This is an optimization exercise on Yosys and OpenROAD, whose aim is small area and a short achievable clock period, not a production implementation. In this exercise RTL edits were held to simulation tests only and were not proved equivalent to the original. No activity file was given, so power comes from the tool's default toggle rates.

== run A ==
==> flow/design.v (excerpt) <==
module bus_responder #(
  parameter int RAM_WORDS  = 64,
  parameter int FIFO_DEPTH = 4,
  parameter int DATA_W     = 32
) (
  input  logic              CLK,
  input  logic              RST,
  input  logic [7:0]        addr,
  input  logic              rd,
  input  logic              wr,
  input  logic [DATA_W-1:0] wdata,
  output logic [DATA_W-1:0] rdata,
  output logic [DATA_W-1:0] out_data,
  output logic              out_valid,
  input  logic              out_ready
);
export LEC_CHECK = 0
export CAP_MARGIN = 10
export CORE_MARGIN = 2
export CORE_UTILIZATION = 52
export CTS_CLUSTER_DIAMETER = 100
export CTS_CLUSTER_SIZE = 25
export SETUP_SLACK_MARGIN = 2.1
export SLEW_MARGIN = 10
export SYNTH_HIERARCHICAL = 1
export SYNTH_MINIMUM_KEEP_SIZE = 0
export TNS_END_PERCENT = 100
create_clock -name core_clock -period 4.0 [get_ports {CLK}]
standard.sh (not shown) runs the stock make flow with config.mk's settings and CLKGATE_MAP_FILE= SYNTH_SCRIPT=/design/flow/synth_recipe.tcl, a recipe that flattens the netlist after the stock synthesis.
==> flow/flow/run.sh <==
#!/bin/bash
# The standard layout, with two changes to how it is made: the port buffers are plain
# buffers (buf_4) rather than the delay cells buffer_ports picks by default, and timing repair
# may swap a cell for one of another footprint (so it can still resize those buffers).
# make's full output goes to flow.log here; ORFS keeps each step's log under orfs/logs/.
set -euo pipefail
bash standard.sh MATCH_CELL_FOOTPRINT=0 "BUFFER_PORTS_ARGS=-buffer_cell sky130_fd_sc_hd__buf_4" finish > flow.log 2>&1
diff inputs: run A => run B
Settings: swapping 25 for 30 in CTS_CLUSTER_SIZE; swapping 2.1 for 1.9 in SETUP_SLACK_MARGIN.
Notes after the runs:
[compare] base=run A new=run B: final critical path time including I/O delays and setup now sits lower; setup violation total in the final timing report did not really move; worst clock skew went down by 0.0050 ns.
Per the comparison of run B with run A, part of the total power dissipated in combinational logic roughly the same, number of buffer and inverter stages on the critical path higher, wire length of the first global-routing pass lower, total of plain and repair buffers excluding clock buffers lower.
For run A, the top routing layer in use was met4, unlike run B, where it was met5.
Changes in run C relative to run B:
Settings: CAP_MARGIN changed from 10 to 20; CORE_UTILIZATION changed from 52 to 45; SLEW_MARGIN changed from 10 to 20.
==> flow/run.sh (new file) <==
#!/bin/bash
# synth_recipe.tcl (not shown) runs the flow's synth.tcl, then flattens the netlist and writes it again
# the make line also repeats each setting of config.mk as NAME=value (left out here)
make -C /OpenROAD-flow-scripts/flow DESIGN_CONFIG=/design/flow/config.mk WORK_HOME=/design/flow/orfs CLKGATE_MAP_FILE= SYNTH_SCRIPT=/design/flow/synth_recipe.tcl finish
removed: flow/flow/run.sh
removed: flow/standard.sh
==> results.txt <==
Run C: ratio of final minimum period to clock period higher than run B. Higher clock network power share among run B and run C: run C. Looking at total number of vias, run C sits 1,515 higher than run B does. Run C against run B; maximum achievable frequency is down slightly. Run C ended up with a higher minimum setup slack among reg-to-reg paths than run B did. Run C ends up with lower utilization than run B does. When the final numbers for run B and run C were put side by side, the area of the die turned out to be smaller in run B. Largest incremental delay on the critical path | run C below run B. Summary of run C over run B: antenna diode count saw a decrease, routed wire length on met2 moved up. u_rdata.q[31] as the critical path endpoint was reported by run C, and u_rdata.q[23] by run B.
Relative to run C, the following input files were edited for run D:
Settings: changing CORE_UTILIZATION from 45 to 52; changing SLEW_MARGIN from 20 to 10; changing CTS_CLUSTER_SIZE from 30 to 25; changing CAP_MARGIN from 20 to 10.
==> flow/flow/run.sh (new file) <==
#!/bin/bash
# The standard layout, with two changes to how it is made: the port buffers are plain
# buffers (buf_4) rather than the delay cells buffer_ports picks by default, and timing repair
# may swap a cell for one of another footprint (so it can still resize those buffers).
# make's full output goes to flow.log here; ORFS keeps each step's log under orfs/logs/.
set -euo pipefail
bash standard.sh MATCH_CELL_FOOTPRINT=0 "BUFFER_PORTS_ARGS=-buffer_cell sky130_fd_sc_hd__buf_4" finish > flow.log 2>&1
==> flow/standard.sh (new file) <==
#!/bin/bash
# synth_recipe.tcl (not shown) runs the flow's synth.tcl, then flattens the netlist and writes it again
# the make line also repeats each setting of config.mk as NAME=value (left out here)
make -C /OpenROAD-flow-scripts/flow DESIGN_CONFIG=/design/flow/config.mk WORK_HOME=/design/flow/orfs CLKGATE_MAP_FILE= SYNTH_SCRIPT=/design/flow/synth_recipe.tcl "${@:-finish}"
removed: flow/run.sh
### Flow results
For the data arrival time of the critical path, run D came in 0.05 ns lower than run C did. Power dissipated in the clock network in run D is about 6% above run C. The clock buffer instance count of the final layout number comes out lower for run C vs run D. Run D ends up with a number of antenna cells inserted that is 8 higher than in run C. Tightest slew margin relative to the limit, run C and run D: lower on run C. Run D ended with more global-route total usage across every layer than run C. Between run C and run D, clock network contribution to total cell area is lower for run C, run D comes in above that. Run D against run C: via count shrank by about 1.7%, area of the multi-input gates shrank by 1.4%.

## static timing again, ports no longer ideal
Ports are ideal in the flow. The routed layouts listed here were re-timed in OpenROAD. Step 1 sets driving cells, clkbuf_16 on the clock port and buf_2 on the other inputs (assumed; they add their load-dependent delay and slew). Step 2 moves the port delays by t, midway between the first and last clock arrival at a register: inputs arrive t later, outputs are due t later. That takes back most of the time a late clock gives input paths. Slacks: ideal / step 1 / step 2; pairs: ideal / step 1.
run | t (ns) | setup WS [ns] | worst slew at a driven data input, ns
run A | 0.855 | 1.218 / 1.255 / 0.400 | 0.06
run B | 0.832 | 1.261 / 1.282 / 0.451 | 0.08
run C | 0.816 | 1.221 / 1.233 / 0.418 | 0.07
run D | 0.842 | 1.284 / 1.310 / 0.468 | 0.06
After both steps every run listed still meets setup and hold. For run A, which loses most, drivers alone change the setup slack by +0.037 ns; drivers and shift together by -0.818 ns.
